What follows belongs to an exercise in optimizing a design on an open flow for small area; a production flow would make more cautious choices.
At most, simulation tests tie the RTL to the original design; equivalence was not proved.
Power is estimated from default activity; no workload was simulated. The flow treats the clock pin as an ideal source, which a real chip does not have.

==> module euc_ctrl_monitor, before the edit <==
module euc_ctrl_monitor #(
    parameter int NUM_CH  = 6,
    parameter int CNT_W   = 16,
    parameter int TIMEOUT = 1024,
    localparam int SEL_W  = (NUM_CH > 1) ? $clog2(NUM_CH) : 1
) (
    input  logic              clock,
    input  logic              reset,
    input  logic [NUM_CH-1:0] ap_start,
    input  logic [NUM_CH-1:0] ap_ready,
    input  logic [NUM_CH-1:0] ap_done,
    input  logic [NUM_CH-1:0] ap_continue,
    input  logic              finish,
    input  logic              rd_req,
    input  logic [SEL_W-1:0]  rd_sel,
    output logic              rd_valid,
    output logic [CNT_W-1:0]  rd_start_cnt,
    output logic [CNT_W-1:0]  rd_done_cnt,
    output logic [CNT_W-1:0]  rd_last_lat,
    output logic [CNT_W-1:0]  rd_max_lat,
    output logic [CNT_W-1:0]  rd_stall_cnt,
    output logic [5:0]        rd_status,
    output logic              all_idle
);
    localparam int CMP_W = (CNT_W > 32) ? CNT_W : 32;
    localparam logic [CMP_W-1:0] TMO_LIM = CMP_W'(TIMEOUT);
    logic [NUM_CH-1:0] busy_q, hold_q;
    logic [CNT_W-1:0]  lat_q   [NUM_CH];
    logic [CNT_W-1:0]  start_q [NUM_CH];
    logic [CNT_W-1:0]  done_q  [NUM_CH];
    logic [CNT_W-1:0]  last_q  [NUM_CH];
    logic [CNT_W-1:0]  max_q   [NUM_CH];
    logic [CNT_W-1:0]  stall_q [NUM_CH];
    logic [NUM_CH-1:0] err_q, tmo_q, gt_q;
    logic [NUM_CH-1:0] rec_q;       
    logic              frozen_q;
    logic              rd_valid_q;
    logic [NUM_CH-1:0] rd_hit;      
    function automatic logic [CNT_W-1:0] sat_inc_en(input logic [CNT_W-1:0] v, input logic en);
        logic c;
        c = en & ~(&v);
        for (int b = 0; b < CNT_W; b++) begin
            sat_inc_en[b] = v[b] ^ c;
            c = v[b] & c;
        end
    endfunction
    for (genvar i = 0; i < NUM_CH; i++) begin : g_ch
        logic acc, dn, ct, idle, act, run;
        assign acc  = ap_start[i] & ap_ready[i];
        assign dn   = ap_done[i];
        assign ct   = ap_continue[i];
        assign idle = ~busy_q[i] & ~hold_q[i];
        assign act  = busy_q[i] | (idle & acc);    
        assign run  = ~frozen_q;
        logic inc_start, inc_done, inc_stall, ld_last, ld_max;
        assign inc_start = run & acc;
        assign inc_done  = run & ct & ((act & dn) | hold_q[i]);
        assign inc_stall = run & hold_q[i] & ~ct;
        assign ld_last   = run & act & dn;
        assign ld_max    = run & busy_q[i] & dn & gt_q[i];
        always_ff @(posedge clock) begin
            lat_q[i] <= busy_q[i] ? sat_inc_en(lat_q[i], 1'b1) : CNT_W'(1);
            last_q[i] <= (last_q[i] & {CNT_W{~ld_last}}) | (lat_q[i] & {CNT_W{ld_last & busy_q[i]}});
            if (ld_max) max_q[i] <= lat_q[i];
            gt_q[i]  <= busy_q[i] ? (gt_q[i] | (lat_q[i] == max_q[i])) : ~rec_q[i];
        end
        always_ff @(posedge clock or posedge reset) begin
            if (reset) begin
                busy_q[i]  <= 1'b0;
                hold_q[i]  <= 1'b0;
                start_q[i] <= '0;
                done_q[i]  <= '0;
                rec_q[i]   <= 1'b0;
                stall_q[i] <= '0;
                err_q[i]   <= 1'b0;
                tmo_q[i]   <= 1'b0;
            end else begin
                start_q[i] <= sat_inc_en(start_q[i], inc_start);
                done_q[i]  <= sat_inc_en(done_q[i], inc_done);
                stall_q[i] <= sat_inc_en(stall_q[i], inc_stall);
                rec_q[i]   <= rec_q[i] | (run & busy_q[i] & dn);
                err_q[i] <= err_q[i] | (run & idle & ~acc & dn);
                tmo_q[i] <= tmo_q[i] | (run & busy_q[i] & (CMP_W'(lat_q[i]) >= TMO_LIM));
                busy_q[i] <= run ? (act & ~dn) : busy_q[i];
                hold_q[i] <= run ? ((act & dn & ~ct) | (hold_q[i] & ~ct)) : hold_q[i];
            end
        end
    end
    always_ff @(posedge clock or posedge reset) begin
        if (reset) begin
            frozen_q   <= 1'b0;
            rd_valid_q <= 1'b0;
        end else begin
            frozen_q   <= frozen_q | finish;
            rd_valid_q <= rd_req;
        end
    end
    always_ff @(posedge clock) begin
        for (int unsigned i = 0; i < NUM_CH; i++) rd_hit[i] <= (rd_sel == SEL_W'(i));
    end
    always_comb begin
        rd_start_cnt = '0;
        rd_done_cnt  = '0;
        rd_last_lat  = '0;
        rd_max_lat   = '0;
        rd_stall_cnt = '0;
        rd_status    = {~|rd_hit, frozen_q, 4'b0};
        for (int unsigned i = 0; i < NUM_CH; i++) begin
            rd_start_cnt = rd_start_cnt | ({CNT_W{rd_hit[i]}} & start_q[i]);
            rd_done_cnt  = rd_done_cnt  | ({CNT_W{rd_hit[i]}} & done_q[i]);
            rd_last_lat  = rd_last_lat  | ({CNT_W{rd_hit[i] & rec_q[i]}} & last_q[i]);
            rd_max_lat   = rd_max_lat   | ({CNT_W{rd_hit[i] & rec_q[i]}} & max_q[i]);
            rd_stall_cnt = rd_stall_cnt | ({CNT_W{rd_hit[i]}} & stall_q[i]);
            rd_status    = rd_status    | ({6{rd_hit[i]}} & {2'b0, err_q[i], tmo_q[i], hold_q[i], busy_q[i]});
        end
    end
    assign rd_valid = rd_valid_q;
    assign all_idle = ~|(busy_q | hold_q);
endmodule
Settings: LEC_CHECK=0, CAP_MARGIN=10, CORE_MARGIN=2, CORE_UTILIZATION=60, SLEW_MARGIN=10; clock period 5.0 ns.
standard.sh (not shown) runs the stock make flow with config.mk's settings and CLKGATE_MAP_FILE= SYNTH_SCRIPT=/design/flow/synth_recipe.tcl, a recipe that flattens the netlist after the stock synthesis.
==> flow/flow/run.sh <==
#!/bin/bash
# Layout flow: the standard ORFS flow (standard.sh), built with three
# changes to how the layout is made:
#  1. Synthesis is the standard synthesis script with ABC's mapping script
#     replaced by the area-oriented flow/area.abc (flow/synth_area.tcl). The
#     registers are those of the standard synthesis; the standard synthesis is
#     also run on its own (into std/) so that flow/regnames.py can give every
#     register the instance name the standard synthesis gave it. If that
#     pairing fails, the flow falls back to the standard synthesis.
#  2. Port buffers use the smallest buffer cell (buf_1).
#  3. The clock tree uses larger sink clusters, one buffer type and no dummy
#     loads.
# Logs: std_synth.log, area_synth.log, regnames.log and flow.log here, and
# each ORFS step's own log under orfs/logs and std/logs.
set -euo pipefail
here=$(pwd)
res="$here/orfs/results/sky130hd/euc_ctrl_monitor/base"
export BUFFER_PORTS_ARGS="-buffer_cell sky130_fd_sc_hd__buf_1"
export CTS_ARGS="-sink_clustering_enable -repair_clock_nets -sink_clustering_size 30 -sink_clustering_max_diameter 200 -buf_list sky130_fd_sc_hd__clkbuf_16 -root_buf sky130_fd_sc_hd__clkbuf_8 -tree_buf sky130_fd_sc_hd__clkbuf_8 -dont_use_dummy_load"
export AREA_ABC_SCRIPT="$here/flow/area.abc"

bash standard.sh WORK_HOME="$here/std" synth > std_synth.log 2>&1
synth=(SYNTH_SCRIPT="$here/flow/synth_area.tcl")
if bash standard.sh "${synth[@]}" "$res/1_2_yosys.v" > area_synth.log 2>&1 &&
   python3 flow/regnames.py "$here/std/results/sky130hd/euc_ctrl_monitor/base/1_2_yosys.v" "$res/1_2_yosys.v" > regnames.log 2>&1; then
  echo "area synthesis used" >> regnames.log
else
  echo "falling back to the standard synthesis" >> regnames.log
  rm -rf "$here/orfs"
  synth=()
fi
bash standard.sh "${synth[@]}" finish > flow.log 2>&1
Other scripts of this flow, unchanged in this note and not shown: flow/flow/area.abc, flow/flow/regnames.py, flow/flow/synth_area.tcl
==> next run, changes <==
--- a/flow/design.v
+++ b/flow/design.v
@@ -35,7 +35,8 @@
     logic [NUM_CH-1:0] rec_q;       
     logic              frozen_q;
     logic              rd_valid_q;
-    logic [NUM_CH-1:0] rd_hit;      
+    logic [SEL_W-1:0]  rd_sel_q;    
+    logic [NUM_CH-1:0] rd_hit;
     function automatic logic [CNT_W-1:0] sat_inc_en(input logic [CNT_W-1:0] v, input logic en);
         logic c;
         c = en & ~(&v);
@@ -96,7 +97,10 @@
         end
     end
     always_ff @(posedge clock) begin
-        for (int unsigned i = 0; i < NUM_CH; i++) rd_hit[i] <= (rd_sel == SEL_W'(i));
+        rd_sel_q <= rd_sel;
+    end
+    always_comb begin
+        for (int unsigned i = 0; i < NUM_CH; i++) rd_hit[i] = (rd_sel_q == SEL_W'(i));
     end
     always_comb begin
         rd_start_cnt = '0;
Result: Worst setup slack gains 0.0096 ns. Register-to-register slack hardly moves. Design area is about the same. Non-clock buffer count goes down by 3. Sequential cell count goes down by 3. Power goes down slightly. Via count goes up slightly. Die area stays flat. Routed wire length goes up slightly. Maximum frequency hardly moves. Hold slack loses 0.021 ns. Clock power is about the same. Count of clock-buffer cells in the layout does not change.
For the first run of this note, only the layout was checked, not whether the RTL still works.

what the ideal ports hide:
No port has a modelled driver above. Below, the same layouts with a new extraction and two added sets of constraints.
Step 1, drivers: a clkbuf_16 drives clock and a buf_2 each remaining input, both assumed.
Step 2 also shifts input and output timing later by t, the mid clock arrival at the registers, as if the neighbouring blocks saw the same clock.
a / b / c = no drivers / after step 1 / after step 2; a / b = the first two.
run	t (ns)	setup slack, ns	hold slack, ns	worst setup path at the end	cell pins on the clock port's net
the first run	0.736	0.526 / 0.526 / 0.264	0.401 / 0.372 / 0.478	input to register	1
the second run	0.743	0.536 / 0.536 / 0.334	0.380 / 0.344 / 0.474	input to register	1
After both steps every run listed still meets setup and hold. For the first run, which loses most, drivers alone change the setup slack by 0.000 ns; drivers and shift together by -0.262 ns.
